This design comes from an exercise in tuning for a short achievable clock period and few clock cycles on the open sky130 flow, not from production work. RTL that was checked went through simulation tests only; none was proved equivalent to the original. Power and IR drop assume default switching activity.

==> run D: inputs <==
==> flow/design.v <==
`timescale 1ns/100ps
package cache_pkg;
    localparam int cache_lines   = 8;
    localparam int line_words    = 8;
    localparam int byte_off_bits = 2;
    localparam int word_sel_bits = 3;
    localparam int index_bits    = 3;
    localparam int tag_bits      = 32 - index_bits - word_sel_bits - byte_off_bits;
    typedef logic [31:0]            word_t;
    typedef logic [31:0]            addr_t;
    typedef logic [tag_bits-1:0]    tag_t;
    typedef logic [index_bits-1:0]  index_t;
    typedef logic [word_sel_bits-1:0] word_sel_t;
    typedef struct packed {
        logic  write;
        addr_t addr;
        word_t wdata;
    } bus_req_t;
    typedef struct packed {
        logic      write;
        tag_t      tag;
        index_t    index;
        word_sel_t word;
        word_t     wdata;
        addr_t     addr;
    } cache_req_t;
    typedef enum logic [2:0] {
        idle,
        lookup,
        fill_req,
        fill_wait,
        write_req,
        write_wait,
        respond
    } ctrl_state_t;
endpackage
`timescale 1ns/100ps
`timescale 1ns/100ps
`timescale 1ns/100ps
`timescale 1ns/100ps
module cache_l1 (
    input  logic        clk,
    input  logic        rst_n,
    input  logic        cpu_req,
    input  logic        cpu_write,
    input  logic [31:0] cpu_addr,
    input  logic [31:0] cpu_wdata,
    output logic        cpu_ack,
    output logic [31:0] cpu_rdata,
    output logic        mem_req,
    output logic        mem_write,
    output logic [31:0] mem_addr,
    output logic [31:0] mem_wdata,
    input  logic        mem_ack,
    input  logic [31:0] mem_rdata
);
    logic [31:0]       data_q [0:63];    
    logic [7:0][23:0]  tag_q;
    logic [7:0]        valid;
    logic        idle;      
    logic        fill;      
    logic        wr;        
    logic [2:0]  cnt;       
    logic [2:0]  bw;        
    logic [26:0] h_line;    
    logic [1:0]  h_off;     
    logic        h_write;
    logic [31:0] h_wdata;
    logic        dw_en;     
    logic [5:0]  dw_sel;
    logic [31:0] dw_data;
    logic [2:0]  a_idx;
    logic [5:0]  a_wsel;
    logic [7:0]  line_hit;
    logic        hit;
    logic        accept;
    logic        beat;
    logic        acked;
    logic [31:0] rd_word;
    logic [31:0] rd_keep;
    assign a_idx  = cpu_addr[7:5];
    assign a_wsel = cpu_addr[7:2];
    assign accept = idle && cpu_req;
    assign beat   = mem_req && mem_ack;
    assign acked  = !idle && !fill && !wr;
    always_comb begin
        for (int i = 0; i < 8; i++) begin
            line_hit[i] = valid[i] && (tag_q[i] == cpu_addr[31:8]);
        end
    end
    assign hit = line_hit[a_idx];
    assign rd_word = data_q[a_wsel];
    always_ff @(posedge clk or negedge rst_n) begin
        if (!rst_n) begin
            idle    <= 1'b1;
            fill    <= 1'b0;
            wr      <= 1'b0;
            cpu_ack <= 1'b0;
            mem_req <= 1'b0;
            dw_en   <= 1'b0;
            valid   <= '0;
        end else begin
            dw_en <= 1'b0;
            if (accept) begin
                idle <= 1'b0;
                if (cpu_write) begin
                    wr      <= 1'b1;
                    mem_req <= !mem_ack;
                    dw_en   <= hit;
                end else if (hit) begin
                    cpu_ack <= 1'b1;
                end else begin
                    fill    <= 1'b1;
                    mem_req <= !mem_ack;
                end
            end
            if (wr || fill) begin
                if (beat) begin
                    mem_req <= 1'b0;
                end else if (!mem_req && !mem_ack) begin
                    mem_req <= 1'b1;
                end
            end
            if (wr && beat) begin
                wr      <= 1'b0;
                cpu_ack <= 1'b1;
            end
            if (fill && beat) begin
                dw_en <= 1'b1;
                if (cnt == 3'd7) begin
                    fill    <= 1'b0;
                    cpu_ack <= 1'b1;
                    for (int i = 0; i < 8; i++) begin
                        if (h_line[2:0] == 3'(i)) begin
                            valid[i] <= 1'b1;
                        end
                    end
                end
            end
            if (acked && !cpu_req) begin
                cpu_ack <= 1'b0;
                idle    <= 1'b1;
            end
        end
    end
    always_ff @(posedge clk) begin
        if (accept) begin
            h_line  <= cpu_addr[31:5];
            h_off   <= cpu_write ? cpu_addr[1:0] : 2'b00;
            h_write <= cpu_write;
            h_wdata <= cpu_wdata;
            bw      <= cpu_addr[4:2];
            cnt     <= 3'd0;
        end else if (fill && beat) begin
            bw  <= bw + 3'd1;
            cnt <= cnt + 3'd1;
        end
        if (idle) begin
            mem_addr  <= {cpu_addr[31:2], cpu_write ? cpu_addr[1:0] : 2'b00};
            mem_write <= cpu_write;
            mem_wdata <= cpu_wdata;
        end else begin
            mem_addr  <= {h_line, (fill && beat) ? bw + 3'd1 : bw, h_off};
            mem_write <= h_write;
            mem_wdata <= h_wdata;
        end
        if (idle || fill) begin
            rd_keep <= rd_word;
        end
        cpu_rdata <= (idle || fill) ? rd_word : rd_keep;
        for (int i = 0; i < 8; i++) begin
            if (fill && beat && cnt == 3'd7 && h_line[2:0] == 3'(i)) begin
                tag_q[i] <= h_line[26:3];
            end
        end
        dw_sel  <= idle ? a_wsel : {h_line[2:0], bw};
        dw_data <= idle ? cpu_wdata : mem_rdata;
        if (dw_en) begin
            data_q[dw_sel] <= dw_data;
        end
    end
endmodule
==> flow/flow/run.sh <==
#!/bin/bash
# Standard layout, except that:
# - the port buffers are plain buffers, and the resizer may pick any cell of
#   the right function (not only the same footprint), so that the port
#   buffers can be sized for speed;
# - the clock tree uses larger sink clusters (fewer, shorter buffer stages);
# - synthesis does not use the slow 4-input mux cells (added to the
#   platform's own don't-use list).
set -o pipefail
cfg="DESIGN_CONFIG=$PWD/config.mk WORK_HOME=$PWD/orfs_print"
dont_use=$(make -s -C "$FLOW_HOME" $cfg print-DONT_USE_CELLS 2>print_dont_use.log | sed -n 's/^DONT_USE_CELLS: //p')
rm -rf orfs_print
echo "DONT_USE_CELLS from the platform: $dont_use" > dont_use.log
bash standard.sh MATCH_CELL_FOOTPRINT=0 \
  "BUFFER_PORTS_ARGS=-buffer_cell sky130_fd_sc_hd__buf_4" \
  "CTS_ARGS=-sink_clustering_enable -repair_clock_nets -sink_clustering_size 30 -sink_clustering_max_diameter 100" \
  "DONT_USE_CELLS=$dont_use sky130_fd_sc_hd__mux4_1 sky130_fd_sc_hd__mux4_2 sky130_fd_sc_hd__mux4_4" \
  finish > standard.log 2>&1
==> flow/standard.sh <==
#!/bin/bash
# synth_recipe.tcl (not shown) runs the flow's synth.tcl, then flattens the netlist and writes it again
# the make line also repeats each setting of config.mk as NAME=value (left out here)
make -C /OpenROAD-flow-scripts/flow DESIGN_CONFIG=/design/flow/config.mk WORK_HOME=/design/flow/orfs CLKGATE_MAP_FILE= SYNTH_SCRIPT=/design/flow/synth_recipe.tcl "${@:-finish}"
==> flow/config.mk <==
export PLATFORM = sky130hd
export DESIGN_NAME = cache_l1
export DESIGN_NICKNAME = cache_l1
export VERILOG_FILES = /design/flow/design.v
export SDC_FILE = /design/flow/constraint.sdc
export NUM_CORES = 4
export LEC_CHECK = 0
export ABC_CLOCK_PERIOD_IN_PS = 2000
export CAP_MARGIN = 20
export CORE_MARGIN = 2
export CORE_UTILIZATION = 50
export SETUP_SLACK_MARGIN = 2.8
export SLEW_MARGIN = 20
==> flow/constraint.sdc <==
create_clock -name core_clock -period 5.0 [get_ports {clk}]
set_input_delay 1.0000 -clock core_clock [delete_from_list [all_inputs] [get_ports {clk}]]
set_output_delay 1.0000 -clock core_clock [all_outputs]
set_load 0.01 [all_outputs]
==> inputs of run P, as changes to run D <==
==> flow/design.v, changed modules only <==
module cache_l1 (
    input  logic        clk,
    input  logic        rst_n,
    input  logic        cpu_req,
    input  logic        cpu_write,
    input  logic [31:0] cpu_addr,
    input  logic [31:0] cpu_wdata,
    output logic        cpu_ack,
    output logic [31:0] cpu_rdata,
    output logic        mem_req,
    output logic        mem_write,
    output logic [31:0] mem_addr,
    output logic [31:0] mem_wdata,
    input  logic        mem_ack,
    input  logic [31:0] mem_rdata
);
    logic [31:0]       data_q [0:63];    
    logic [7:0][23:0]  tag_q;
    logic [7:0]        valid;
    logic        idle;      
    logic        fill;      
    logic        wr;        
    logic [2:0]  cnt;       
    logic [2:0]  bw;        
    logic [26:0] h_line;    
    logic [1:0]  h_off;     
    logic        h_write;
    logic [31:0] h_wdata;
    logic        dw_en;     
    logic [5:0]  dw_sel;
    logic [31:0] dw_data;
    logic [2:0]  a_idx;
    logic [5:0]  a_wsel;
    logic [7:0]  line_hit;
    logic        hit;
    logic        accept;
    logic        beat;
    logic        acked;
    logic [31:0] rd_word;
    logic [31:0] rd_keep;
    assign a_idx  = cpu_addr[7:5];
    assign a_wsel = cpu_addr[7:2];
    assign accept = idle && cpu_req;
    assign beat   = mem_req && mem_ack;
    assign acked  = !idle && !fill && !wr;
    always_comb begin
        for (int i = 0; i < 8; i++) begin
            line_hit[i] = valid[i] && (tag_q[i] == cpu_addr[31:8]);
        end
    end
    assign hit = line_hit[a_idx];
    assign rd_word = data_q[a_wsel];
    logic last;      
    logic idle_d, fill_d, wr_d, cpu_ack_d, mem_req_d, dw_en_d;
    assign last = fill && beat && (cnt == 3'd7);
    always_comb begin
        if (idle) begin
            idle_d    = !cpu_req;
            wr_d      = cpu_req && cpu_write;
            fill_d    = cpu_req && !cpu_write && !hit;
            cpu_ack_d = cpu_req && !cpu_write && hit;
            mem_req_d = cpu_req && !mem_ack && (cpu_write || !hit);
            dw_en_d   = cpu_req && cpu_write && hit;
        end else begin
            idle_d    = acked && !cpu_req;
            wr_d      = wr && !beat;
            fill_d    = fill && !last;
            cpu_ack_d = (wr && beat) || last || (acked && cpu_req);
            mem_req_d = (wr || fill) && !mem_ack;
            dw_en_d   = fill && beat;
        end
    end
    always_ff @(posedge clk or negedge rst_n) begin
        if (!rst_n) begin
            idle    <= 1'b1;
            fill    <= 1'b0;
            wr      <= 1'b0;
            cpu_ack <= 1'b0;
            mem_req <= 1'b0;
            dw_en   <= 1'b0;
            valid   <= '0;
        end else begin
            idle    <= idle_d;
            fill    <= fill_d;
            wr      <= wr_d;
            cpu_ack <= cpu_ack_d;
            mem_req <= mem_req_d;
            dw_en   <= dw_en_d;
            for (int i = 0; i < 8; i++) begin
                if (last && h_line[2:0] == 3'(i)) begin
                    valid[i] <= 1'b1;
                end
            end
        end
    end
    always_ff @(posedge clk) begin
        if (accept) begin
            h_line  <= cpu_addr[31:5];
            h_off   <= cpu_write ? cpu_addr[1:0] : 2'b00;
            h_write <= cpu_write;
            h_wdata <= cpu_wdata;
            bw      <= cpu_addr[4:2];
            cnt     <= 3'd0;
        end else if (fill && beat) begin
            bw  <= bw + 3'd1;
            cnt <= cnt + 3'd1;
        end
        if (idle) begin
            mem_addr  <= {cpu_addr[31:2], cpu_write ? cpu_addr[1:0] : 2'b00};
            mem_write <= cpu_write;
            mem_wdata <= cpu_wdata;
        end else begin
            mem_addr  <= {h_line, (fill && beat) ? bw + 3'd1 : bw, h_off};
            mem_write <= h_write;
            mem_wdata <= h_wdata;
        end
        if (!wr && !acked) begin
            rd_keep <= rd_word;
        end
        cpu_rdata <= (idle || fill) ? rd_word : rd_keep;
        for (int i = 0; i < 8; i++) begin
            if (fill && beat && cnt == 3'd7 && h_line[2:0] == 3'(i)) begin
                tag_q[i] <= h_line[26:3];
            end
        end
        dw_sel  <= idle ? a_wsel : {h_line[2:0], bw};
        dw_data <= idle ? cpu_wdata : mem_rdata;
        if (dw_en) begin
            data_q[dw_sel] <= dw_data;
        end
    end
endmodule
--- a/flow/config.mk
+++ b/flow/config.mk
@@ -10,3 +10,3 @@
 export CORE_MARGIN = 2
-export CORE_UTILIZATION = 50
+export CORE_UTILIZATION = 40
 export SETUP_SLACK_MARGIN = 2.8
==> inputs of run C, as changes to run D <==
--- a/flow/design.v
+++ b/flow/design.v
@@ -79,3 +79,2 @@
     logic [31:0] rd_word;
-    logic [31:0] rd_keep;
     assign a_idx  = cpu_addr[7:5];
@@ -167,5 +166,4 @@
         if (idle || fill) begin
-            rd_keep <= rd_word;
+            cpu_rdata <= rd_word;
         end
-        cpu_rdata <= (idle || fill) ? rd_word : rd_keep;
         for (int i = 0; i < 8; i++) begin
==> flow/flow/run.sh (replaced) <==
#!/bin/bash
# Standard layout, except that the port buffers are plain buffers, the
# resizer may pick any cell of the right function (not only the same
# footprint), so that the port buffers can be sized for speed, and the clock
# tree uses larger sink clusters (fewer, shorter buffer stages).
set -o pipefail
bash standard.sh MATCH_CELL_FOOTPRINT=0 \
  "BUFFER_PORTS_ARGS=-buffer_cell sky130_fd_sc_hd__buf_4" \
  "CTS_ARGS=-sink_clustering_enable -repair_clock_nets -sink_clustering_size 30 -sink_clustering_max_diameter 100" \
  finish > standard.log 2>&1
==> results.txt <==
- Sequential power, lowest first: run P, run D, run C.
- In register-to-register slack, run C and run D hardly differ.
- The highest setup slack belongs to run D, the lowest to run P.
- The highest power belongs to run D, the lowest to run P.
- The lowest fmax belongs to run P, the highest to run D.
- Of run P and run D, run P has the higher worst hold slack (gap 0.35 ns).
- Critical path depth: run C is lower than run P (5).
==> figures <==
| quantity | run C | run D | run P |
|---|---|---|---|
| Status | timing/DRC/antenna clean | timing/DRC/antenna clean | timing/DRC/antenna clean |
| Placed instance area | 0.0992 mm2 | 0.103 mm2 | 0.106 mm2 |
| Detailed Place HPWL | 149 mm | 147 mm | 149 mm |
| Non-clock inverters | 69 | 69 | 68 |
| Startpoint of the worst-slack reg-to-reg timing path | tag_q[170] | tag_q[127] | tag_q[91] |
| Logic gate share of total power | 10.9% | 15.8% | 11.1% |
| Iteration-0 DRC count of the detailed router | 6,579 | 6,630 | 5,237 |
| Worst hold path class | input port to asynchronous set/reset pin | input port to asynchronous set/reset pin | input port to flop |
| Cell with the most instances on the worst path | sky130_fd_sc_hd__mux4_2 | - | sky130_fd_sc_hd__mux2i_1 |
| Ratio of layout area to synthesized area | 1.150x | 1.176x | 1.164x |
| Total number of tap cells | 2,480 | 2,526 | 3,330 |
| Cell area after synthesis | 0.0927 mm2 | 0.0969 mm2 | 0.0994 mm2 |
| Total of plain and repair buffers excluding clock buffers | 589 | 775 | 714 |
| Post-Route Utilization | 57.7% | 59.1% | 46.7% |
| Sequential-to-total area share from yosys stat | 78.3% | 74.9% | 73.6% |
Testbench counts of run P, summed over its fixed seeds: cycles 91,480.
Testbench counts of run C, summed over its fixed seeds: cycles 91,480.
Function not checked in run D: the RTL went through the layout flow alone.

## what the ideal ports hide
The results above use ideal ports. As a check the final layouts listed here were re-extracted and re-timed, cells and wires unchanged.
Step 1: set_driving_cell puts a clkbuf_16 on clk and a buf_2 on each other input, an assumption about the parent block.
Step 2 times the ports against the registers' clock, not the clock port: input delays grow and output delays shrink by t, the midpoint of the rising clock arrivals with the driver on.
Three values: no drivers, after step 1, after step 2; two values: the first two.
run	t (ns)	setup WS [ns]	worst slew at a driven data input, ns
run D	0.869	2.410 / 2.190 / 1.321	0.60
run P	0.867	2.376 / 2.103 / 1.236	0.42
run C	0.836	2.385 / 2.194 / 1.359	0.31
After both steps every run listed still meets setup and hold. For run P, which loses most, drivers alone change the setup slack by -0.273 ns; drivers and shift together by -1.140 ns.
